What follows belongs to an exercise in optimizing a design on an open flow for small area; a production flow would make more cautious choices.
The RTL was checked by simulation tests, not by an equivalence proof against the original design.
Power and IR drop assume default switching activity. The flow treats the clock pin as an ideal source, which a real chip does not have.

==> flow/design.v <==
`timescale 1ns/100ps
`default_nettype none
package cpu_isa_pkg;
	localparam int xlen     = 32;
	localparam int imm_w    = 16;  
	localparam int target_w = 26;  
	typedef logic [xlen-1:0] word_t;
	typedef logic [4:0]      reg_addr_t;
	typedef logic [5:0]      opcode_t;
	typedef logic [5:0]      funct_t;
	localparam opcode_t op_special = 6'h00;
	localparam opcode_t op_j       = 6'h02;
	localparam opcode_t op_jal     = 6'h03;
	localparam opcode_t op_beq     = 6'h04;
	localparam opcode_t op_bne     = 6'h05;
	localparam opcode_t op_addiu   = 6'h09;
	localparam opcode_t op_slti    = 6'h0a;
	localparam opcode_t op_sltiu   = 6'h0b;
	localparam opcode_t op_andi    = 6'h0c;
	localparam opcode_t op_ori     = 6'h0d;
	localparam opcode_t op_xori    = 6'h0e;
	localparam opcode_t op_lui     = 6'h0f;
	localparam opcode_t op_lw      = 6'h23;
	localparam opcode_t op_sw      = 6'h2b;
	localparam funct_t fn_jr   = 6'h08;
	localparam funct_t fn_jalr = 6'h09;
	localparam funct_t fn_addu = 6'h21;
	localparam funct_t fn_subu = 6'h23;
	localparam funct_t fn_and  = 6'h24;
	localparam funct_t fn_or   = 6'h25;
	localparam funct_t fn_xor  = 6'h26;
	localparam funct_t fn_nor  = 6'h27;
	localparam funct_t fn_slt  = 6'h2a;
	localparam funct_t fn_sltu = 6'h2b;
	typedef enum logic [2:0] {
		alu_add, alu_sub, alu_and, alu_or, alu_xor, alu_nor, alu_slt, alu_sltu
	} alu_op_t;
	localparam reg_addr_t link_reg = 5'd31;  
	localparam word_t     reset_pc = 32'h0000_0000;
	localparam word_t     pc_step  = 32'd4;
endpackage
`default_nettype wire
`timescale 1ns/100ps
`default_nettype none
package cpu_bus_pkg;
	typedef enum logic [8:0] {
		st_init  = 9'b0_0000_0001,
		st_if    = 9'b0_0000_0010,
		st_iw    = 9'b0_0000_0100,
		st_id    = 9'b0_0000_1000,
		st_ex    = 9'b0_0001_0000,
		st_store = 9'b0_0010_0000,
		st_load  = 9'b0_0100_0000,
		st_rdw   = 9'b0_1000_0000,
		st_wb    = 9'b1_0000_0000
	} cpu_state_t;
	typedef struct packed {
		logic [31:0] addr;
		logic [31:0] wdata;
		logic [3:0]         wstrb;
		logic               read;
		logic               write;
	} mem_req_t;
	typedef struct packed {
		logic                   wen;
		logic [4:0] waddr;
		logic [31:0]     wdata;
		logic [31:0]     pc;
	} retire_t;
	typedef struct packed {
		logic [2:0] alu_op;
		logic use_imm;    
		logic zero_ext;   
		logic is_lui;
		logic is_load;
		logic is_store;
		logic is_branch;
		logic branch_ne;  
		logic is_jump;
		logic jump_reg;   
		logic link;
		logic writes_rd;
		logic writes_rt;
	} ctrl_t;
endpackage
`default_nettype wire
`timescale 1ns/100ps
`default_nettype none
module cpu_core (
	input  logic                  clk,
	input  logic                  rst,
	output cpu_isa_pkg::word_t    pc,
	output logic                  inst_req_valid,
	input  logic                  inst_req_ready,
	input  cpu_isa_pkg::word_t    instruction,
	input  logic                  inst_valid,
	output logic                  inst_ready,
	output cpu_bus_pkg::mem_req_t mem_req,
	input  logic                  mem_req_ready,
	input  cpu_isa_pkg::word_t    read_data,
	input  logic                  read_data_valid,
	output logic                  read_data_ready,
	output cpu_bus_pkg::retire_t  retire
);
	localparam logic [3:0] S_INIT  = 4'd0;
	localparam logic [3:0] S_F0    = 4'd1;   
	localparam logic [3:0] S_F1    = 4'd2;   
	localparam logic [3:0] S_CWAIT = 4'd3;   
	localparam logic [3:0] S_COPY  = 4'd4;   
	localparam logic [3:0] S_IWAIT = 4'd5;   
	localparam logic [3:0] S_EXEC  = 4'd6;
	localparam logic [3:0] S_FIXN  = 4'd7;   
	localparam logic [3:0] S_MREQ  = 4'd8;   
	localparam logic [3:0] S_NWAIT = 4'd9;   
	localparam logic [3:0] S_NPC   = 4'd10;  
	localparam logic [3:0] S_LWAIT = 4'd11;  
	logic [3:0]  state, state_n;
	logic [4:0]  cnt;
	logic [31:0] P, N, D;
	logic [4:0]  W;
	logic        c1, c2, ne, d1, d2, ld_pend;
	wire first = (cnt == 5'd0);
	wire last  = (cnt == 5'd31);
	wire [5:0] op  = instruction[31:26];
	wire [5:0] fn  = instruction[5:0];
	wire [4:0] rs  = instruction[25:21];
	wire [4:0] rt  = instruction[20:16];
	wire [4:0] rd  = instruction[15:11];
	wire op_sp   = (op == 6'h00);
	wire f_jr    = op_sp && (fn == 6'h08);
	wire f_jalr  = op_sp && (fn == 6'h09);
	wire f_addu  = op_sp && (fn == 6'h21);
	wire f_subu  = op_sp && (fn == 6'h23);
	wire f_and   = op_sp && (fn == 6'h24);
	wire f_or    = op_sp && (fn == 6'h25);
	wire f_xor   = op_sp && (fn == 6'h26);
	wire f_nor   = op_sp && (fn == 6'h27);
	wire f_slt   = op_sp && (fn == 6'h2a);
	wire f_sltu  = op_sp && (fn == 6'h2b);
	wire i_j     = (op == 6'h02);
	wire i_jal   = (op == 6'h03);
	wire i_beq   = (op == 6'h04);
	wire i_bne   = (op == 6'h05);
	wire i_addiu = (op == 6'h09);
	wire i_slti  = (op == 6'h0a);
	wire i_sltiu = (op == 6'h0b);
	wire i_andi  = (op == 6'h0c);
	wire i_ori   = (op == 6'h0d);
	wire i_xori  = (op == 6'h0e);
	wire i_lui   = (op == 6'h0f);
	wire i_lw    = (op == 6'h23);
	wire i_sw    = (op == 6'h2b);
	wire rtype   = f_addu | f_subu | f_and | f_or | f_xor | f_nor | f_slt | f_sltu;
	wire itype   = i_addiu | i_slti | i_sltiu | i_andi | i_ori | i_xori;
	wire zext    = i_andi | i_ori | i_xori;
	wire is_br   = i_beq | i_bne;
	wire is_jimm = i_j | i_jal;
	wire is_jreg = f_jr | f_jalr;
	wire link    = i_jal | f_jalr;
	wire op_sub  = f_subu | f_slt | f_sltu | i_slti | i_sltiu;
	wire op_slt  = f_slt | i_slti;
	wire op_sltu = f_sltu | i_sltiu;
	wire op_and  = f_and | i_andi;
	wire op_or   = f_or  | i_ori;
	wire op_xor  = f_xor | i_xori;
	wire op_nor  = f_nor;
	wire writes  = rtype | f_jalr | itype | i_lui | i_lw | i_jal;
	wire [4:0] dest = (rtype | f_jalr) ? rd : (i_jal ? 5'd31 : rt);
	logic [31:0] heads;
	logic        copy_en;
	assign heads[0] = 1'b0;
	genvar gi;
	generate
		for (gi = 1; gi < 32; gi++) begin : g_reg
			logic [31:0] r;
			always_ff @(posedge clk)
				r <= {(copy_en && (W == gi)) ? D[0] : r[0], r[31:1]};
			assign heads[gi] = r[0];
		end
	endgenerate
	wire a_rs = heads[rs];
	wire b_rt = heads[rt];
	wire ibit  = instruction[{cnt[4] & is_jimm, cnt[3:0]}];
	wire imm_s = cnt[4] ? (~zext & instruction[15]) : ibit;  
	wire lui_s = cnt[4] & ibit;                              
	wire raw   = is_jimm ? ibit : imm_s;
	wire dly   = (cnt[4:1] != 4'd0) & d2;                    
	wire cin2 = (cnt == 5'd2) | ((cnt > 5'd2) & c2);
	wire p4   = P[0] ^ cin2;
	logic alu_a, alu_b;
	always_comb begin
		if (is_br | link)
			alu_a = p4;
		else if (i_lui)
			alu_a = 1'b0;
		else
			alu_a = a_rs;
		if (is_br)
			alu_b = dly;
		else if (link)
			alu_b = (cnt == 5'd2);
		else if (i_lui)
			alu_b = lui_s;
		else if (rtype)
			alu_b = b_rt;
		else
			alu_b = imm_s;
	end
	wire bx   = alu_b ^ op_sub;
	wire cin1 = first ? op_sub : c1;
	wire sum  = alu_a ^ bx ^ cin1;
	wire cout = (alu_a & bx) | (alu_a & cin1) | (bx & cin1);
	wire lt   = op_sltu ? ~cout : ((alu_a ^ alu_b) ? alu_a : sum);
	logic res;
	always_comb begin
		if (op_and)       res = alu_a & alu_b;
		else if (op_or)   res = alu_a | alu_b;
		else if (op_xor)  res = alu_a ^ alu_b;
		else if (op_nor)  res = ~(alu_a | alu_b);
		else if (op_slt | op_sltu) res = 1'b0;
		else              res = sum;
	end
	wire ne_all = (~first & ne) | (a_rs ^ b_rt);
	wire taken  = i_bne ? ne_all : ~ne_all;
	wire st_init  = (state == S_INIT);
	wire st_f0    = (state == S_F0);
	wire st_f1    = (state == S_F1);
	wire st_cwait = (state == S_CWAIT);
	wire st_copy  = (state == S_COPY);
	wire st_iwait = (state == S_IWAIT);
	wire st_exec  = (state == S_EXEC);
	wire st_fixn  = (state == S_FIXN);
	wire st_mreq  = (state == S_MREQ);
	wire st_nwait = (state == S_NWAIT);
	wire st_npc   = (state == S_NPC);
	wire st_lwait = (state == S_LWAIT);
	assign copy_en = (st_f0 & inst_req_ready) | (st_f1 & inst_req_ready & first) |
	                 (st_cwait & first) | st_copy;
	wire npc_en    = (st_mreq & mem_req_ready & first) | (st_nwait & first) | st_npc;
	wire ld_done   = ~ld_pend | read_data_valid;
	always_comb begin
		state_n = state;
		case (state)
			S_INIT:  if (last) state_n = S_F0;
			S_F0:    state_n = inst_req_ready ? S_COPY : S_F1;
			S_F1:    if (inst_req_ready) state_n = first ? S_COPY : S_CWAIT;
			S_CWAIT: if (first) state_n = S_COPY;
			S_COPY:  if (last) state_n = inst_valid ? S_EXEC : S_IWAIT;
			S_IWAIT: if (last & inst_valid) state_n = S_EXEC;
			S_EXEC:  if (last) state_n = (i_lw | i_sw) ? S_MREQ : ((is_br & ~taken) ? S_FIXN : S_F0);
			S_FIXN:  if (last) state_n = S_F0;
			S_MREQ:  if (mem_req_ready) state_n = first ? S_NPC : S_NWAIT;
			S_NWAIT: if (first) state_n = S_NPC;
			S_NPC:   if (last) state_n = ld_done ? S_F0 : S_LWAIT;
			S_LWAIT: if (last & ld_done) state_n = S_F0;
			default: state_n = S_INIT;
		endcase
	end
	always_ff @(posedge clk) begin
		if (rst) begin
			state   <= S_INIT;
			cnt     <= 5'd0;
			ld_pend <= 1'b0;
		end else begin
			state   <= state_n;
			cnt     <= cnt + 5'd1;
			if (st_mreq & mem_req_ready & i_lw)
				ld_pend <= 1'b1;
			else if (read_data_valid)
				ld_pend <= 1'b0;  
		end
	end
	logic n_in, d_in;
	always_comb begin
		if (st_init)
			n_in = 1'b0;
		else if (st_fixn)
			n_in = D[0];
		else if (st_exec & (i_lw | i_sw | is_br))
			n_in = sum;
		else if (st_exec & is_jimm)
			n_in = (cnt[4:2] == 3'b111) ? p4 : dly;
		else if (st_exec & is_jreg)
			n_in = a_rs;
		else
			n_in = p4;
		if (i_sw)
			d_in = b_rt;
		else if (is_br)
			d_in = p4;
		else
			d_in = res;
	end
	wire n_sh = st_init | st_exec | st_fixn | npc_en | copy_en;
	wire d_sh = st_exec | st_fixn | copy_en;
	always_ff @(posedge clk) begin
		c1 <= cout;
		c2 <= P[0] & cin2;
		ne <= ne_all;
		d1 <= raw;
		d2 <= d1;
		P  <= {copy_en ? N[0] : P[0], P[31:1]};
		if (n_sh)
			N <= {n_in, N[31:1]};
		if (ld_pend & read_data_valid)
			D <= read_data;
		else if (d_sh) begin
			D <= {d_in, D[31:1]};
			if (st_exec & last & (op_slt | op_sltu))
				D[0] <= lt;
		end
		if (st_exec)
			W <= writes ? dest : 5'd0;
		else if (st_init)
			W <= 5'd0;
	end
	wire mem_write = st_mreq & i_sw;
	wire mem_read  = st_mreq & i_lw;
	assign pc              = N;
	assign inst_req_valid  = st_f0 | st_f1;
	assign inst_ready      = st_f0;
	assign read_data_ready = ld_pend;
	assign mem_req = {{N[31:2], 2'b00}, D, mem_write ? 4'b1111 : 4'b0000, mem_read, mem_write};
	assign retire  = {st_f0 & inst_valid & writes, W, D, P};
endmodule
`default_nettype wire
==> flow/flow/run.sh <==
#!/bin/bash
# Standard ORFS layout (the standard.sh), with two layout-only changes:
#  - port buffers are sky130_fd_sc_hd__buf_1 instead of the flow's default pick
#  - CTS without dummy loads and with larger sink clusters
set -euo pipefail
export BUFFER_PORTS_ARGS="-buffer_cell sky130_fd_sc_hd__buf_1"
export CTS_ARGS="-sink_clustering_enable -repair_clock_nets -dont_use_dummy_load -sink_clustering_size 30 -sink_clustering_max_diameter 100"
bash standard.sh > standard_flow.log 2>&1
==> flow/standard.sh <==
#!/bin/bash
# synth_recipe.tcl (not shown) runs the flow's synth.tcl, then flattens the netlist and writes it again
# the make line also repeats each setting of config.mk as NAME=value (left out here)
make -C /OpenROAD-flow-scripts/flow DESIGN_CONFIG=/design/flow/config.mk WORK_HOME=/design/flow/orfs CLKGATE_MAP_FILE= SYNTH_SCRIPT=/design/flow/synth_recipe.tcl "${@:-finish}"
==> flow/config.mk <==
export PLATFORM = sky130hd
export DESIGN_NAME = cpu_core
export DESIGN_NICKNAME = cpu_core
export VERILOG_FILES = /design/flow/design.v
export SDC_FILE = /design/flow/constraint.sdc
export NUM_CORES = 4
export LEC_CHECK = 0
export CAP_MARGIN = 20
export CORE_MARGIN = 2
export CORE_UTILIZATION = 40
export SLEW_MARGIN = 20
==> flow/constraint.sdc <==
create_clock -name core_clock -period 10.0 [get_ports {clk}]
set_input_delay 2.0000 -clock core_clock [delete_from_list [all_inputs] [get_ports {clk}]]
set_output_delay 2.0000 -clock core_clock [all_outputs]
set_load 0.01 [all_outputs]
==> impl_metrics.env, run 1 <==
export IMPL_syn_cell_area_sq_mm=0.0268
export IMPL_io_buffers=242
export IMPL_num_vias=11600
export IMPL_period_needed_ns=6.48
export IMPL_drtAntennaViolNets=0
export IMPL_pwr_share_seq_pct=68.3
export IMPL_final_cell_count_no_fill=2695
export IMPL_crit_type="in -> out"
export IMPL_grtUsageTotal_pct=12.8
export IMPL_syn_avg_cell_area_sq_um=16.3
export IMPL_placed_cell_area_sq_mm=0.0281
export IMPL_drive_gt1_share_pct=6.35
export IMPL_final_core_util_pct=44.3
export IMPL_grt_max_degree=38
export IMPL_rows=94
export IMPL_cts_path_max_buffers=3
export IMPL_crit_path_start="instruction[28]"
export IMPL_hp_class="reg -> reg"
export IMPL_tritoncts="built"
export IMPL_antenna_found_initial=6
export IMPL_swShare_pct=19.0
export IMPL_die_x_um=263
export IMPL_postCtsSetupBuffers=0
export IMPL_crit_path_max_fanout=13
export IMPL_p_leak_uw=0.0112
export IMPL_cap_viol_max_count=0
export IMPL_ys_seq_elements=1108
export IMPL_synthArstFlopShare_pct=0
export IMPL_comb_power_share_pct=1.5
export IMPL_route_detailed_drc=0
export IMPL_cp_arrival_ns=4.48
export IMPL_syn_instance_count=1638
export IMPL_io_pins=245
export IMPL_cts_sinks=1108
export IMPL_cts_hold_repair_buffers=0
export IMPL_yosys_cell_types_count=69
export IMPL_core_sq_mm=0.0660
export IMPL_pre_cts_slack_ns=3.50
export IMPL_layout_common_cells="dfxtp_1 (1,039), buf_1 (242), edfxtp_1 (69), nand2_1 (57), nor2_1 (57)"
export IMPL_die_area_sq_mm=0.0690
export IMPL_worstReg2RegStart="cnt[0]$_SDFF_PP0_"
export IMPL_place_congestion=0.943
export IMPL_grt_pass1_vias=11400
export IMPL_layout_commonest_cell="dfxtp_1"
export IMPL_rsz0062_at_grt="no"
export IMPL_tightest_slew_ns=0.864
export IMPL_synth_edf_count=69
export IMPL_fmax_mhz=154
export IMPL_place_inst=2646
export IMPL_intPower_uw=5290
export IMPL_start_util_pct=40.6
export IMPL_cts_resized=0
export IMPL_synth_flop_cell="dfxtp_1"
export IMPL_fin_area_sq_mm=0.0292
export IMPL_areaGrowthSynthToFinish_pct=9.24
export IMPL_die_y_um=263
export IMPL_clock_latency_ns=0.61
export IMPL_num_fill_cells=5856
export IMPL_slew_headroom_pct=42.3
export IMPL_timing_final_setup_violations=0
export IMPL_routed_via_density=4.31
export IMPL_routed_wl_um=44900
export IMPL_yosysSeqAreaShare_pct=85.4
export IMPL_cp_required_ns=8.00
export IMPL_fin_ws_ns=3.52
export IMPL_timing_rr_end="D[31]$_DFFE_PP_"
export IMPL_reg2reg_depth=12
export IMPL_finalHoldViolCount=0
export IMPL_reg2reg_slack_ns=6.10
export IMPL_start_kind="input port"
export IMPL_grt_pass1_wl_um=68000
export IMPL_fin_nets=1906
export IMPL_grt_ovfl_total=0
export IMPL_cts_clk_slew_worst_paths_ns=0.10
export IMPL_yosysWarnings=1
export IMPL_peakVddDrop_v=0.000135
export IMPL_cts_buffers=44
export IMPL_p_clk_share_pct=30.2
export IMPL_avgRoutedWirePerCell_um=16.7
export IMPL_fin_crit_sh_pct=64.8
export IMPL_cts_htree_levels=2
export IMPL_p_switching_uw=1240
export IMPL_dp_hpwl_um=30700
export IMPL_status="no timing/DRC/antenna violations"
export IMPL_skew_ns=0.0437
export IMPL_end_kind="output port"
export IMPL_setup_tns_final_ns=0
export IMPL_power_density_mw_per_mm2=223
export IMPL_drtIter0Drc=604
export IMPL_cp_endpoint="retire[69]"
export IMPL_slew_violations=0
export IMPL_clockRootBuffer="clkbuf_16"
export IMPL_dr_pass1_iters=6
routing by layer:
layer	vias to the layer above	track usage, %	share of wire, %
met4	4	6.03	4.3
met5	-	0	0.045
met1	5530	16.5	46
li1	5665	-	-
met2	317	20.1	44
met3	87	3.37	6.1
registers in the layout, indices dropped and copies added, names as in the netlist, 4 cells and up:
signal and flops:
N 32, P 32, g.r 992, state 4
W 5, cnt 5, D 32
worst max-delay path: stages:
cell and delay (ns):
buf_1 0.23, or4_1 0.63, nor4_4 0.30, a21boi_1 0.76
o211a_1 0.37, buf_1 0.18
per-stage QoR:
| step | total power (uW) | hold slack (ns) |
|---|---|---|
| 2_1_floorplan | 4620 | 0.310 |
| 3_3_place_gp | 4660 | 0.310 |
| 3_5_place_dp | 4660 | 0.312 |
| 4_1_cts | 6610 | 0.278 |
| 5_1_grt | 6770 | 0.275 |
| 6_report | 6530 | 0.278 |
synth_stat cells, drive strengths merged, types with 3 or more instances:
cell type     n  area [sq um]
clkbuf       26          97.6
nor3b         9          90.1
inv          11          41.3
nor4          3          40.0
mux2         63           709
o21ai        25           125
a21boi        3          22.5
buf          78           572
nor2         57           214
dfxtp      1039         20800
nand3b        4          30.0
mux2i        18           180
nand2b        4          25.0
nor3         15          80.1
a31oi         8          50.1
nand3        15          80.1
nor2b        18           113
o211ai        7          52.6
a31o          4          35.0
mux4         20           458
o22ai         5          31.3
ha            7          87.6
and3b         3          26.3
edfxtp       69          2070
nand4         3          18.8
and3          6          42.5
a311oi        7          61.3
a21oi        25           129
a211oi        3          27.5
nand2        57           214
worst min path at each step:
stage                                  startpoint                      end  cells past startpoint
after floorplan                        d1$_DFF_P_               d2$_DFF_P_                      0
after global placement    g_reg[25].r[19]$_DFF_P_  g_reg[25].r[18]$_DFF_P_                      0
after detailed placement   g_reg[13].r[8]$_DFF_P_   g_reg[13].r[7]$_DFF_P_                      0
after CTS                 g_reg[24].r[23]$_DFF_P_  g_reg[24].r[22]$_DFF_P_                      0
after global routing      g_reg[24].r[23]$_DFF_P_  g_reg[24].r[22]$_DFF_P_                      0
final                     g_reg[24].r[23]$_DFF_P_  g_reg[24].r[22]$_DFF_P_                      0
layout make-up:
type	instances	area, sq um	area share (%)
multi-input cells	416	3190	10.9
repair buffers	247	946	3.23
clock buffers	44	1100	3.76
diodes	5	12.5	0.0428
inverters	11	41.3	0.141
flip-flops and latches	1108	22900	78.2
well taps	864	1080	3.70
power groups by stage:
stage	combinational, uW	clock [uW]	sequential, uW
detailed placement	94.9	0	4560
floorplan	61.3	0	4560
global route	105	2210	4460
global placement	96.6	0	4560
CTS	95.9	2050	4460
finish	95.2	1970	4460
kinds of logic (layout without fill, tap and decap cells):
| kind of cell | count (synthesis) | after routing | synth area share, % |
|---|---|---|---|
| other | 1 | 7 | 0.0140 |
| buffers and inverters | 115 | 302 | 2.65 |
| xor gates and xnor gates | 3 | 3 | 0.0982 |
| adders and majority gates | 8 | 8 | 0.402 |
| and+or+nand+nor | 204 | 204 | 4.00 |
| AOI/OAI and AO/OA | 98 | 98 | 2.37 |
| muxes | 101 | 101 | 5.03 |
| DFF | 1108 | 1108 | 85.4 |
==> run 2: changes to the inputs <==
==> flow/flow/run.sh (replaced) <==
#!/bin/bash
# Standard ORFS layout (the standard.sh), with two layout-only changes:
#  - port buffers are sky130_fd_sc_hd__buf_1 instead of the flow's default pick
#  - CTS without dummy loads and with larger sink clusters
set -euo pipefail
export BUFFER_PORTS_ARGS="-buffer_cell sky130_fd_sc_hd__buf_1"
export CTS_ARGS="-sink_clustering_enable -repair_clock_nets -dont_use_dummy_load -sink_clustering_size 35 -sink_clustering_max_diameter 100"
bash standard.sh > standard_flow.log 2>&1
==> run 2 against run 1 <==
Against the previous run: still clean on timing, DRC and antenna; clock power is 7% lower; cell area down 0.51%; sequential share of layout area grew 0.40 points; die area unchanged; worst setup slack better by 0.041 ns; critical endpoint unchanged; largest cell class unchanged; highest routed layer unchanged.
==> impl_metrics.env, run 2 <==
export IMPL_yosysMostFrequentCell="dfxtp_1"
export IMPL_place_congestion=0.943
export IMPL_synthArstFlopShare_pct=0
export IMPL_grt_pass1_wl_um=67300
export IMPL_start_kind="input port"
export IMPL_cp_arrival_ns=4.44
export IMPL_grt_pass1_vias=11300
export IMPL_syn_instance_count=1638
export IMPL_io_pins=245
export IMPL_crit_path_max_fanout=13
export IMPL_p_leak_uw=0.0111
export IMPL_start_util_pct=40.6
export IMPL_postCtsSetupBuffers=0
export IMPL_die_x_um=263
export IMPL_finalHoldViolCount=0
export IMPL_syn_cell_area_sq_mm=0.0268
export IMPL_yosysWarnings=1
export IMPL_largest_register_ffs=992
export IMPL_yosysSeqAreaShare_pct=85.4
export IMPL_skew_ns=0.0579
export IMPL_core_sq_mm=0.0660
export IMPL_cts_hold_repair_buffers=0
export IMPL_ys_seq_elements=1108
export IMPL_clock_latency_ns=0.59
export IMPL_synth_area_mux_share_pct=5.03
export IMPL_clockRootBuffer="clkbuf_16"
export IMPL_status="no timing/DRC/antenna violations"
export IMPL_synth_xor_area_share_pct=0.0981
export IMPL_synth_edf_count=69
export IMPL_drtAntennaViolNets=0
export IMPL_antenna_found_initial=5
export IMPL_dr_pass1_iters=7
export IMPL_grt_max_degree=38
export IMPL_cap_viol_max_count=0
export IMPL_yosys_cell_types_count=69
export IMPL_die_y_um=263
export IMPL_dp_hpwl_um=30700
export IMPL_reg2reg_depth=12
export IMPL_fin_crit_sh_pct=64.4
export IMPL_synth_flop_cell="dfxtp_1"
export IMPL_end_kind="output port"
export IMPL_avgRoutedWirePerCell_um=16.6
export IMPL_timing_final_setup_violations=0
export IMPL_tritoncts="built"
export IMPL_fmax_mhz=155
export IMPL_crit_type="in -> out"
export IMPL_synth_common_cells="dfxtp_1 (1,039), buf_4 (73), edfxtp_1 (69)"
export IMPL_fin_area_sq_mm=0.0291
export IMPL_synth_fa_ha_area_share_pct=0.402
export IMPL_synth_top_area_share_pct=77.7
export IMPL_drtIter0Drc=661
export IMPL_rsz0062_at_grt="no"
export IMPL_synth_top_family_by_area="multiplexers"
export IMPL_min_path_cells=0
export IMPL_drive_gt1_share_pct=6.04
export IMPL_fin_nets=1900
export IMPL_layout_common_cells="dfxtp_1 (1,039), buf_1 (242), edfxtp_1 (69), nand2_1 (57), nor2_1 (57)"
export IMPL_synth_compound_area_share_pct=2.37
export IMPL_num_vias=11600
export IMPL_period_needed_ns=6.44
export IMPL_routed_via_density=4.32
export IMPL_synth_area_leaders="dfxtp_1 (78%), edfxtp_1 (7.7%), buf_4 (2.0%)"
export IMPL_layout_commonest_cell="dfxtp_1"
export IMPL_cts_clk_slew_worst_paths_ns=0.12
export IMPL_grt_ovfl_total=0
export IMPL_slew_violations=0
export IMPL_io_buffers=242
export IMPL_hp_class="reg -> reg"
export IMPL_die_area_sq_mm=0.0690
export IMPL_peakVddDrop_v=0.000126
export IMPL_cts_path_max_buffers=3
export IMPL_power_density_mw_per_mm2=220
export IMPL_synth_top_area_cell="dfxtp_1"
export IMPL_cts_buffers=38
export IMPL_synth_simple_area_share_pct=4.00
export IMPL_rows=94
export IMPL_slew_headroom_pct=44.1
export IMPL_cts_htree_levels=2
export IMPL_tightest_slew_ns=0.837
export IMPL_cts_sinks=1108
export IMPL_syn_avg_cell_area_sq_um=16.3
export IMPL_cts_resized=0
export IMPL_grtUsageTotal_pct=12.7
export IMPL_cp_required_ns=8.00
export IMPL_routed_wl_um=44500
export IMPL_setup_tns_final_ns=0
export IMPL_placed_cell_area_sq_mm=0.0281
export IMPL_areaGrowthSynthToFinish_pct=8.68
export IMPL_largest_register="g.r"
export IMPL_route_detailed_drc=0
-- run 2: cell counts after synthesis --
Identical to the previous run, type by type.
-- run 2: final cells by class --
type,count,area [sq um]
fillers,5868,36900
flip-flops and latches,1108,22900
multi-input cells,416,3190
inverters,11,41.3
repair buffers,247,946
well taps,864,1080
diodes,5,12.5
clock buffers,38,951
-- run 2: cells by family (layout without fill, tap and decap cells) --
kind of cell	count (synthesis)	count (layout)
flip-flops	1108	1108
multiplexers	101	101
AO/OA/AOI/OAI	98	98
AND/OR/NAND/NOR	204	204
buffers and inverters	115	296
other	1	7
adder cells (fa/ha/maj)	8	8
XOR/XNOR	3	3
-- run 2: per-stage QoR --
stage / setup WS, ns / utilization [%] / total power (uW) / cells / hold slack [ns]
after global routing: 3.28 / 44.1 / 6640 / 2685 / 0.308
final: 3.56 / 44.1 / 6400 / 2689 / 0.296
after global placement: 3.56 / 42.6 / 4660 / 2646 / 0.310
after floorplan: 4.39 / - / 4620 / 1639 / 0.310
after CTS: 3.48 / 44.1 / 6480 / 2684 / 0.304
after detailed placement: 3.50 / 42.6 / 4660 / 2646 / 0.312
-- run 2: worst max-delay path, stage by stage --
cell      delay (ns)
buf_1           0.23
or4_1           0.63
nor4_4          0.30
a21boi_1        0.74
o211a_1         0.35
buf_1           0.18
-- run 2: where the power goes --
part           switching, uW  internal [uW]  leakage (uW)
clock network           1150            693      0.000468
logic                   55.5           39.6       0.00153
registers               7.34           4450       0.00911
-- run 2: layer usage --
metal	routed length [um]	track usage, %
met5	23	0
met4	1960	6.24
met3	2760	2.88
met2	19400	19.9
met1	20300	16.6
-- run 2: final timing paths --
check | startpoint | to | slack, ns
worst max-delay path | instruction[28] | retire[69] | 3.56
worst min-delay path | g_reg[8].r[27]$_DFF_P_ | g_reg[8].r[26]$_DFF_P_ | 0.30
worst max register to register | cnt[0]$_SDFF_PP0_ | D[31]$_DFFE_PP_ | 6.13
worst min register to register | g_reg[8].r[27]$_DFF_P_ | g_reg[8].r[26]$_DFF_P_ | 0.30
==> run 3: changes to the inputs <==
--- a/flow/config.mk
+++ b/flow/config.mk
@@ -5,6 +5,7 @@
 export SDC_FILE = /design/flow/constraint.sdc
 export NUM_CORES = 4
 export LEC_CHECK = 0
+export ABC_AREA = 1
 export CAP_MARGIN = 20
 export CORE_MARGIN = 2
 export CORE_UTILIZATION = 40
==> run 3 against run 2 <==
Against the previous run: cell area grew 0.91%; die area grew 1.0%; wire length up 1.8%; worst setup slack better by 0.79 ns; combinational power rose by 24%; power grew 0.91%; utilization fell by 0.30 points; critical endpoint unchanged.
==> impl_metrics.env, run 3 <==
export IMPL_status="no timing/DRC/antenna violations"
export IMPL_largest_register="g.r"
export IMPL_ff_latch_area_sq_mm=0.0229
export IMPL_pre_cts_slack_ns=4.33
export IMPL_ys_seq_elements=1108
export IMPL_cp_arrival_ns=3.65
export IMPL_grt_max_degree=36
export IMPL_period_needed_ns=5.65
export IMPL_cap_viol_max_count=0
export IMPL_largest_register_ffs=992
export IMPL_die_y_um=264
export IMPL_synth_edf_count=69
export IMPL_multiInputGateArea_sq_mm=0.00312
export IMPL_place_inst=2966
export IMPL_cts_sinks=1108
export IMPL_drtAntennaViolNets=0
export IMPL_grt_pass1_wl_um=70700
export IMPL_rsz0062_at_grt="no"
export IMPL_routed_wl_met2_um=19000
export IMPL_antenna_found_initial=12
export IMPL_grt_pass1_vias=12500
export IMPL_clockRootBuffer="clkbuf_16"
export IMPL_tritoncts="built"
export IMPL_cts_buffers=39
export IMPL_grt_ovfl_total=0
export IMPL_io_buffers=242
export IMPL_num_vias=12900
export IMPL_start_kind="input port"
export IMPL_top_layer="met5"
export IMPL_die_area_sq_mm=0.0697
export IMPL_cts_htree_levels=2
export IMPL_timing_final_setup_violations=0
export IMPL_synthArstFlopShare_pct=0
export IMPL_core_sq_mm=0.0670
export IMPL_hp_class="reg -> reg"
export IMPL_io_pins=245
export IMPL_peakVddDrop_v=0.000167
export IMPL_dr_pass1_iters=7
export IMPL_wl_met3_um=2660
export IMPL_yosysWarnings=1
export IMPL_synth_top_area_share_pct=76.9
export IMPL_fin_ws_ns=4.35
export IMPL_finalHoldViolCount=0
export IMPL_p_leak_uw=0.0116
export IMPL_fin_crit_sh_pct=56.5
export IMPL_wl_met1_um=22700
export IMPL_syn_avg_cell_area_sq_um=13.9
export IMPL_dp_hpwl_um=31000
export IMPL_hold_ws_ns=0.285
export IMPL_tightest_slew_ns=0.978
export IMPL_reg2reg_depth=26
export IMPL_yosys_cell_types_count=45
export IMPL_routed_via_density=4.29
export IMPL_fmax_mhz=177
export IMPL_end_kind="output port"
export IMPL_place_congestion=0.843
export IMPL_yosysMostFrequentCell="dfxtp_1"
export IMPL_cts_hold_repair_buffers=0
export IMPL_syn_instance_count=1944
export IMPL_synth_flop_cell="dfxtp_1"
export IMPL_drive_gt1_share_pct=5.02
export IMPL_areaGrowthSynthToFinish_pct=8.57
export IMPL_synth_top_area_cell="dfxtp_1"
export IMPL_layout_common_cells="dfxtp_1 (1,039), nand2_1 (301), buf_1 (242), nand3_1 (104), inv_1 (71)"
export IMPL_syn_cell_area_sq_mm=0.0270
export IMPL_cp_required_ns=8.00
export IMPL_synth_area_leaders="dfxtp_1 (77%), edfxtp_1 (7.7%), nand2_1 (4.2%)"
export IMPL_avgRoutedWirePerCell_um=15.1
export IMPL_skew_ns=0.0770
export IMPL_fin_nets=2212
export IMPL_min_path_cells=0
export IMPL_cts_clk_slew_worst_paths_ns=0.12
export IMPL_start_util_pct=40.3
export IMPL_slew_headroom_pct=34.7
export IMPL_rows=95
export IMPL_cts_resized=0
export IMPL_crit_type="in -> out"
export IMPL_yosysSeqAreaShare_pct=84.6
export IMPL_postCtsSetupBuffers=0
export IMPL_grtUsageTotal_pct=12.9
export IMPL_layout_commonest_cell="dfxtp_1"
export IMPL_final_core_util_pct=43.8
export IMPL_crit_path_max_fanout=6
export IMPL_route_detailed_drc=0
export IMPL_num_fill_cells=6205
export IMPL_die_x_um=264
export IMPL_routed_wl_um=45300
export IMPL_synth_common_cells="dfxtp_1 (1,039), nand2_1 (301), nand3_1 (104)"
export IMPL_drtIter0Drc=840
export IMPL_cts_path_max_buffers=3
export IMPL_clock_latency_ns=0.59
export IMPL_slew_violations=0
export IMPL_setup_tns_final_ns=0
export IMPL_final_cell_count_no_fill=3007
export IMPL_power_density_mw_per_mm2=220
-- run 3: layout make-up --
| cell class | instances | share of cell area, % |
|---|---|---|
| antenna | 2 | 0.0170 |
| sequential | 1108 | 77.9 |
| inverter | 92 | 1.21 |
| timing repair buffer | 246 | 3.20 |
| clock buffer | 39 | 3.32 |
| tap | 873 | 3.72 |
| multi-input combinational | 647 | 10.6 |
-- run 3: layer usage --
| layer | GRT usage, % | vias up |
|---|---|---|
| met5 | 0 | - |
| met4 | 3.39 | 20 |
| met3 | 3.29 | 79 |
| met2 | 18.9 | 219 |
| met1 | 18.9 | 6152 |
| li1 | - | 6415 |
-- run 3: cells by family (layout without fill, tap and decap cells) --
kind of cell / Yosys count / in the layout / synth area share [%]
muxes: 4 / 4 / 0.157
AOI/OAI and AO/OA: 116 / 116 / 2.40
adders and majority gates: 8 / 8 / 0.398
and+or+nand+nor: 517 / 517 / 8.56
other: 1 / 4 / 0.0139
buffers and inverters: 190 / 377 / 3.89
DFF: 1108 / 1108 / 84.6
-- run 3: critical path, cell delays in order --
cell and delay (ns):
buf_1 0.32, nand2_1 0.24, nor3_1 0.32, inv_1 0.14, o21ai_0 0.10, nor3_1 0.07
nand2_1 0.14, nand3_1 0.09, inv_1 0.06, buf_1 0.17
-- run 3: where the power goes --
group          internal, uW  leakage (uW)  switching [uW]  total, uW
clock network           710      0.000481            1170       1880
logic                  38.0       0.00200            80.3        118
registers              4460       0.00911            7.13       4460
-- run 3: worst paths after layout --
| path | from | to | slack, ns |
|---|---|---|---|
| setup / recovery | instruction[27] | retire[69] | 4.35 |
| hold / removal | g_reg[18].r[19]$_DFF_P_ | g_reg[18].r[18]$_DFF_P_ | 0.28 |
| setup reg to reg | cnt[0]$_SDFF_PP0_ | D[31]$_DFFE_PP_ | 6.12 |
| hold reg to reg | g_reg[18].r[19]$_DFF_P_ | g_reg[18].r[18]$_DFF_P_ | 0.28 |
-- run 3: stage by stage --
step	instance area [sq um]	power, uW
global placement	28400	4680
detailed placement	28400	4680
CTS	29400	6530
finish	29400	6460
global route	29400	6700
floorplan	27000	4640
==> run 4: changes to the inputs <==
==> flow/flow/run.sh (replaced) <==
#!/bin/bash
# Standard ORFS layout (the standard.sh), with two layout-only changes:
#  - port buffers are sky130_fd_sc_hd__buf_1 instead of the flow's default pick
#  - CTS without dummy loads and with larger sink clusters
set -euo pipefail
export BUFFER_PORTS_ARGS="-buffer_cell sky130_fd_sc_hd__buf_1"
export CTS_ARGS="-sink_clustering_enable -repair_clock_nets -dont_use_dummy_load -sink_clustering_size 18 -sink_clustering_max_diameter 60 -buf_list sky130_fd_sc_hd__clkbuf_8"
bash standard.sh > standard_flow.log 2>&1
--- a/flow/config.mk
+++ b/flow/config.mk
@@ -5,7 +5,6 @@
 export SDC_FILE = /design/flow/constraint.sdc
 export NUM_CORES = 4
 export LEC_CHECK = 0
-export ABC_AREA = 1
 export CAP_MARGIN = 20
 export CORE_MARGIN = 2
 export CORE_UTILIZATION = 40
==> run 4 against run 3 <==
Against the previous run: cell count shrank 9.3%; cell area shrank 0.57%; sequential power about the same; count of clock-buffer cells in the layout up 37; via count fell by 8.6%; wire length shrank 0.60%; global-route usage is 0.12 points higher; still clean on timing, DRC and antenna; die area is 0.99% lower; register-to-register slack lost 0.03 ns; maximum frequency shrank 13%; power shrank 0.46%; first-iteration DRC count shrank 34%; largest cell class unchanged.
==> impl_metrics.env, run 4 <==
export IMPL_cts_sinks=1108
export IMPL_syn_instance_count=1638
export IMPL_cp_arrival_ns=4.47
export IMPL_antenna_found_initial=5
export IMPL_synth_flop_cell="dfxtp_1"
export IMPL_largest_register_ffs=992
export IMPL_synth_top_area_share_pct=77.7
export IMPL_multiInputGateArea_sq_mm=0.00319
export IMPL_yosysSeqAreaShare_pct=85.4
export IMPL_synth_area_leaders="dfxtp_1 (78%), edfxtp_1 (7.7%), buf_4 (2.0%)"
export IMPL_synth_top_area_cell="dfxtp_1"
export IMPL_ff_latch_area_sq_mm=0.0229
export IMPL_grtUsageTotal_pct=13.0
export IMPL_postCtsSetupBuffers=0
export IMPL_reg2reg_depth=12
export IMPL_start_kind="input port"
export IMPL_cts_buffers=76
export IMPL_skew_ns=0.0681
export IMPL_finalHoldViolCount=0
export IMPL_end_kind="output port"
export IMPL_cts_resized=0
export IMPL_layout_common_cells="dfxtp_1 (1,039), buf_1 (242), clkbuf_8 (76), edfxtp_1 (69)"
export IMPL_synth_compound_area_share_pct=2.37
export IMPL_die_area_sq_mm=0.0690
export IMPL_fin_crit_sh_pct=64.7
export IMPL_drtAntennaViolNets=0
export IMPL_slew_violations=0
export IMPL_cts_path_max_buffers=3
export IMPL_reg2reg_slack_ns=6.09
export IMPL_synth_simple_area_share_pct=4.00
export IMPL_slowest_stage="a21boi_1"
export IMPL_drtIter0Drc=558
export IMPL_layout_commonest_cell="dfxtp_1"
export IMPL_io_pins=245
export IMPL_core_sq_mm=0.0660
export IMPL_drive_gt1_share_pct=7.97
export IMPL_grt_ovfl_total=0
export IMPL_grt_pass1_wl_um=68600
export IMPL_syn_avg_cell_area_sq_um=16.3
export IMPL_peakVddDrop_v=0.000149
export IMPL_synthArstFlopShare_pct=0
export IMPL_cap_viol_max_count=0
export IMPL_crit_path_max_fanout=13
export IMPL_die_x_um=263
export IMPL_num_vias=11800
export IMPL_placed_cell_area_sq_mm=0.0281
export IMPL_dr_pass1_iters=5
export IMPL_cp_required_ns=8.00
export IMPL_path_delay_family="compound AO/OA/AOI/OAI gates"
export IMPL_routed_wl_um=45100
export IMPL_routed_via_density=4.32
export IMPL_cts_hold_repair_buffers=0
export IMPL_clockRootBuffer="clkbuf_8"
export IMPL_tritoncts="built"
export IMPL_rows=94
export IMPL_synth_top_family_by_area="multiplexers"
export IMPL_fin_area_sq_mm=0.0292
export IMPL_synth_edf_count=69
export IMPL_synth_xor_area_share_pct=0.0981
export IMPL_cts_htree_levels=3
export IMPL_yosysMostFrequentCell="dfxtp_1"
export IMPL_setup_tns_final_ns=0
export IMPL_min_path_cells=0
export IMPL_place_congestion=0.943
export IMPL_cts_clk_slew_worst_paths_ns=0.09
export IMPL_avgRoutedWirePerCell_um=16.5
export IMPL_synth_common_cells="dfxtp_1 (1,039), buf_4 (73), edfxtp_1 (69)"
export IMPL_die_y_um=263
export IMPL_num_fill_cells=5862
export IMPL_synth_area_mux_share_pct=5.03
export IMPL_grt_pass1_vias=11600
export IMPL_yosysWarnings=1
export IMPL_timing_rr_end="D[31]$_DFFE_PP_"
export IMPL_start_util_pct=40.6
export IMPL_ys_seq_elements=1108
export IMPL_largest_register="g.r"
export IMPL_crit_buf_inv=2
export IMPL_slew_headroom_pct=41.9
export IMPL_rsz0062_at_grt="no"
export IMPL_worstReg2RegStart="cnt[1]$_SDFF_PP0_"
export IMPL_timing_final_setup_violations=0
export IMPL_power_density_mw_per_mm2=220
export IMPL_critical_path_max_stage_delay_ns=0.77
export IMPL_cpMostUsedCell="buf_1"
export IMPL_dp_hpwl_um=30700
export IMPL_hp_class="reg -> reg"
export IMPL_syn_cell_area_sq_mm=0.0268
export IMPL_grt_max_degree=38
export IMPL_p_leak_uw=0.0112
export IMPL_route_detailed_drc=0
export IMPL_min_to="g_reg[29].r[15]$_DFF_P_"
export IMPL_status="no timing/DRC/antenna violations"
export IMPL_hold_start="g_reg[29].r[16]$_DFF_P_"
export IMPL_fmax_mhz=155
export IMPL_io_buffers=242
export IMPL_hold_ws_ns=0.263
export IMPL_period_needed_ns=6.47
export IMPL_crit_type="in -> out"
export IMPL_clock_latency_ns=0.66
export IMPL_yosys_cell_types_count=69
export IMPL_tightest_slew_ns=0.870
export IMPL_synth_fa_ha_area_share_pct=0.402
export IMPL_areaGrowthSynthToFinish_pct=9.05
export IMPL_fin_nets=1938
export IMPL_path_cells="buf_1 -> or4_1 -> nor4_4 -> a21boi_1 -> o211a_1 -> buf_1"
## run 4: cell types whose count changed after synthesis, sizes merged, moves of 13 or more
cell,change
clkbuf,+13
o21ai,-40
nand2,-250
nand3,-93
mux4,+20
mux2i,+16
nor2,-16
inv,-80
nor2b,+18
mux2,+61
## run 4: layer usage
layer	track usage (%)	vias to the layer above	share of wire (%)
met3	3.76	120	6.6
met2	20.1	351	44
met1	16.4	5582	45
met4	7.05	4	4.9
met5	0	-	0.044
li1	-	5720	-
## run 4: kinds of logic after synthesis
group,Yosys count
multiplexers,101
adder cells (fa/ha/maj),8
AND/OR/NAND/NOR,204
flip-flops,1108
buffers and inverters,115
XOR/XNOR,3
other,1
AO/OA/AOI/OAI,98
## run 4: worst register-to-register path, delay by kind of cell (launching register included)
kind,cells,cell delay (ns)
and+or+nand+nor,3,0.36
DFF,1,0.82
AOI/OAI and AO/OA,3,0.92
muxes,5,1.08
adders and majority gates,1,0.56
## run 4: where the power goes
group	leakage, uW	internal [uW]	switching [uW]
registers	0.00911	4450	7.29
clock network	0.000546	685	1190
logic	0.00153	39.6	55.4
total	0.0112	5180	1250
## run 4: area by class of cell
type / count / area share [%]
clock buffers: 76 / 3.58
multi-input cells: 416 / 10.9
diodes: 6 / 0.0514
flip-flops and latches: 1108 / 78.3
well taps: 864 / 3.70
inverters: 11 / 0.141
repair buffers: 247 / 3.24
## run 4: stage by stage
| step | utilization, % | setup slack (ns) | power [uW] | instances |
|---|---|---|---|---|
| after global placement | 42.6 | 3.56 | 4660 | 2646 |
| final | 44.2 | 3.53 | 6430 | 2728 |
| after CTS | 44.2 | 3.48 | 6530 | 2722 |
| after detailed placement | 42.6 | 3.50 | 4660 | 2646 |
| after global routing | 44.2 | 3.28 | 6700 | 2723 |
| after floorplan | - | 4.39 | 4620 | 1639 |
## run 4: worst max-delay path by stage
| stage | start | to | slack (ns) | depth (start not counted) |
|---|---|---|---|---|
| floorplan | instruction[30] | retire[69] | 4.39 | 5 |
| global placement | instruction[28] | retire[69] | 3.56 | 6 |
| detailed placement | instruction[28] | retire[69] | 3.50 | 6 |
| CTS | instruction[28] | retire[69] | 3.48 | 6 |
| global route | instruction[28] | retire[69] | 3.28 | 6 |
| finish | instruction[28] | retire[69] | 3.53 | 6 |
==> run 5: changes to the inputs <==
==> flow/run.sh (new file) <==
#!/bin/bash
# synth_recipe.tcl (not shown) runs the flow's synth.tcl, then flattens the netlist and writes it again
# the make line also repeats each setting of config.mk as NAME=value (left out here)
make -C /OpenROAD-flow-scripts/flow DESIGN_CONFIG=/design/flow/config.mk WORK_HOME=/design/flow/orfs CLKGATE_MAP_FILE= SYNTH_SCRIPT=/design/flow/synth_recipe.tcl finish
removed: flow/flow/run.sh
removed: flow/standard.sh
==> run 5 against run 4 <==
Against the previous run: still clean; die area unchanged; worst hold slack gained 0.042 ns; wire length increased by 5.7%; via count grew 3.7%; cell count is 3.3% higher; synthesized area did not move; largest cell class unchanged; largest power group unchanged; highest routed layer unchanged.
==> impl_metrics.env, run 5 <==
export IMPL_tightest_slew_ns=0.892
export IMPL_cts_path_max_buffers=3
export IMPL_end_kind="output port"
export IMPL_cts_buffers=97
export IMPL_start_util_pct=40.6
export IMPL_drtAntennaViolNets=0
export IMPL_layout_common_cells="dfxtp_1 (1,039), clkdlybuf4s50_1 (242), clkbuf_16 (102), edfxtp_1 (69)"
export IMPL_fin_ws_ns=2.72
export IMPL_fin_crit_sh_pct=72.8
export IMPL_fin_nets=1958
export IMPL_crit_path_max_fanout=13
export IMPL_place_congestion=0.921
export IMPL_clockRootBuffer="clkbuf_16"
export IMPL_cts_hold_repair_buffers=0
export IMPL_path_cells="clkdlybuf4s50_1 -> or4_1 -> nor4_4 -> a21boi_1 -> o211a_1 -> clkdlybuf4s50_1"
export IMPL_yosysSeqAreaShare_pct=85.4
export IMPL_slew_violations=0
export IMPL_dp_hpwl_um=32000
export IMPL_synth_top_area_share_pct=77.7
export IMPL_yosys_cell_types_count=69
export IMPL_hp_class="reg -> reg"
export IMPL_routed_via_density=4.33
export IMPL_dr_pass1_iters=6
export IMPL_pre_cts_slack_ns=2.69
export IMPL_insertedDiodeCount=0
export IMPL_syn_cell_area_sq_mm=0.0268
export IMPL_ys_seq_elements=1108
export IMPL_slew_headroom_pct=40.4
export IMPL_start_kind="input port"
export IMPL_synth_area_leaders="dfxtp_1 (78%), edfxtp_1 (7.7%), buf_4 (2.0%)"
export IMPL_cap_viol_max_count=0
export IMPL_die_x_um=263
export IMPL_num_vias=12200
export IMPL_path_delay_family="buffers and inverters"
export IMPL_avgRoutedWirePerCell_um=16.9
export IMPL_yosysWarnings=1
export IMPL_synth_edf_count=69
export IMPL_die_area_sq_mm=0.0690
export IMPL_largest_register_ffs=992
export IMPL_synth_flop_cell="dfxtp_1"
export IMPL_setup_tns_final_ns=0
export IMPL_cts_resized=0
export IMPL_p_leak_uw=0.0128
export IMPL_grt_ovfl_total=0
export IMPL_syn_avg_cell_area_sq_um=16.3
export IMPL_cpMostUsedCell="clkdlybuf4s50_1"
export IMPL_drtIter0Drc=720
export IMPL_crit_type="in -> out"
export IMPL_tritoncts="built"
export IMPL_core_sq_mm=0.0660
export IMPL_largest_register="g.r"
export IMPL_peakVddDrop_v=0.000166
export IMPL_crit_buf_inv=2
export IMPL_synth_common_cells="dfxtp_1 (1,039), buf_4 (73), edfxtp_1 (69)"
export IMPL_timing_final_setup_violations=0
export IMPL_fmax_mhz=137
export IMPL_power_density_mw_per_mm2=250
export IMPL_finalHoldViolCount=0
export IMPL_skew_ns=0.0239
export IMPL_areaGrowthSynthToFinish_pct=22.7
export IMPL_yosysMostFrequentCell="dfxtp_1"
export IMPL_cp_arrival_ns=5.28
export IMPL_antenna_found_initial=6
export IMPL_critical_path_max_stage_delay_ns=0.78
export IMPL_synthArstFlopShare_pct=0
export IMPL_clock_latency_ns=0.64
export IMPL_cts_sinks=1108
export IMPL_rsz0062_at_grt="no"
export IMPL_synth_top_area_cell="dfxtp_1"
export IMPL_period_needed_ns=7.28
export IMPL_rows=94
export IMPL_grt_max_degree=34
export IMPL_io_buffers=242
export IMPL_cts_clk_slew_worst_paths_ns=0.06
export IMPL_routed_wl_um=47600
export IMPL_route_detailed_drc=0
export IMPL_postCtsSetupBuffers=0
export IMPL_grt_pass1_vias=12000
export IMPL_io_pins=245
export IMPL_grt_pass1_wl_um=72600
export IMPL_layout_commonest_cell="dfxtp_1"
export IMPL_slowest_stage="a21boi_1"
export IMPL_syn_instance_count=1638
export IMPL_status="no timing/DRC/antenna violations"
export IMPL_die_y_um=263
export IMPL_drive_gt1_share_pct=11.1
export IMPL_cts_htree_levels=3
export IMPL_grtUsageTotal_pct=13.8
export IMPL_cp_required_ns=8.00
run 5: cell count changes in the layout (fill, tap and decap cells not counted), moves of 3 or more:
| cell | delta |
|---|---|
| buf_1 | -242 |
| clkdlybuf4s50_1 | +242 |
| clkbuf_16 | +102 |
| clkbuf_8 | -59 |
| clkbuf_1 | +28 |
| clkinv_2 | +11 |
| diode_2 | -6 |
| bufinv_16 | +4 |
| clkinv_4 | +3 |
run 5: stage by stage:
stage               util, %  instances  hold WS [ns]  instance area, sq um  power, uW
floorplan                 -       1639         0.310                 26800       4620
global placement       44.9       2645         0.310                 29600       4680
detailed placement     44.9       2645         0.312                 29600       4670
CTS                    49.8       2818         0.308                 32800       8310
global route           49.8       2818         0.314                 32800       8500
finish                 49.8       2818         0.306                 32800       8200
run 5: layer usage:
layer  GRT usage, %  wire (um)
met1           17.9      21700
met2           22.0      21700
met3           4.13       3020
met4           4.72       1190
met5              0         55
run 5: worst paths after layout:
kind	from	slack, ns	end	depth (start not counted)
setup reg to reg	cnt[0]$_SDFF_PP0_	6.11	D[31]$_DFFE_PP_	12
hold / removal	g_reg[13].r[2]$_DFF_P_	0.31	g_reg[13].r[1]$_DFF_P_	0
hold reg to reg	g_reg[13].r[2]$_DFF_P_	0.31	g_reg[13].r[1]$_DFF_P_	0
setup / recovery	instruction[28]	2.72	retire[69]	6
run 5: cell type report:
cell class	instances	area, sq um
Timing Repair Buffer	246	2450
Multi-Input combinational cell	416	3190
Clock buffer	148	2900
Inverter	11	41.3
Clock inverter	25	308
Sequential cell	1108	22900
Fill cell	5497	33100
Tap cell	864	1080
run 5: where the power goes:
| group | switching [uW] | internal (uW) |
|---|---|---|
| clock | 1510 | 2110 |
| combinational | 55.7 | 56.9 |
| sequential | 6.99 | 4460 |
run 5: cells by family (layout without fill, tap and decap cells):
logic type	count (synthesis)	in the layout	synth area share [%]
compound gates	98	98	2.37
xor+xnor	3	3	0.0982
fa+ha+maj	8	8	0.402
buf+inv	115	430	2.65
flops	1108	1108	85.4
mux	101	101	5.03
other cells	1	2	0.0140
simple gates	204	204	4.00
run 5: worst register-to-register path, stage by stage (launching register included):
cell and delay, ns:
dfxtp_1 0.80, mux4_2 0.44, mux2i_1 0.09, mux2i_1 0.26, mux2i_1 0.11, mux2i_1 0.19
nand2_1 0.09, a2111oi_0 0.40, nor2_1 0.13, fa_1 0.56, o41ai_1 0.40, a211oi_1 0.13
nor2_1 0.12

-- separate check: timing with driven ports --
The flow's constraints put no driver on any port. The routed layouts listed below were extracted and timed again, unchanged, in two steps.
Step 1 (the two cells are an assumption about what drives the block):
set clk [get_ports {clk}]
set_driving_cell -lib_cell sky130_fd_sc_hd__clkbuf_16 $clk
set_driving_cell -lib_cell sky130_fd_sc_hd__buf_2 [delete_from_list [all_inputs] $clk]
Step 2 moves the port delays by t, midway between the first and last clock arrival at a register: inputs arrive t later, outputs are due t later. That takes back most of the time a late clock gives input paths.
a / b / c = ideal ports / drivers / drivers and shift; a / b = the first two.
run | shift t [ns] | setup WS [ns] | hold WS [ns] | worst setup path at the end | clock arrival spread, ns
run 1 | 0.638 | 3.523 / 3.493 / 3.493 | 0.278 / 0.278 / 0.278 | input to output | 0.054 / 0.054
run 2 | 0.625 | 3.564 / 3.534 / 3.534 | 0.296 / 0.296 / 0.296 | input to output | 0.076 / 0.077
run 3 | 0.617 | 4.354 / 4.315 / 4.315 | 0.285 / 0.285 / 0.285 | input to output | 0.078 / 0.077
run 4 | 0.681 | 3.534 / 3.504 / 3.504 | 0.263 / 0.263 / 0.263 | input to output | 0.069 / 0.069
run 5 | 0.682 | 2.717 / 2.677 / 2.677 | 0.306 / 0.306 / 0.306 | input to output | 0.025 / 0.025
After both steps setup and hold are still met in every run listed. For run 5, which loses most, drivers alone change the setup slack by -0.040 ns; drivers and shift together by -0.040 ns.
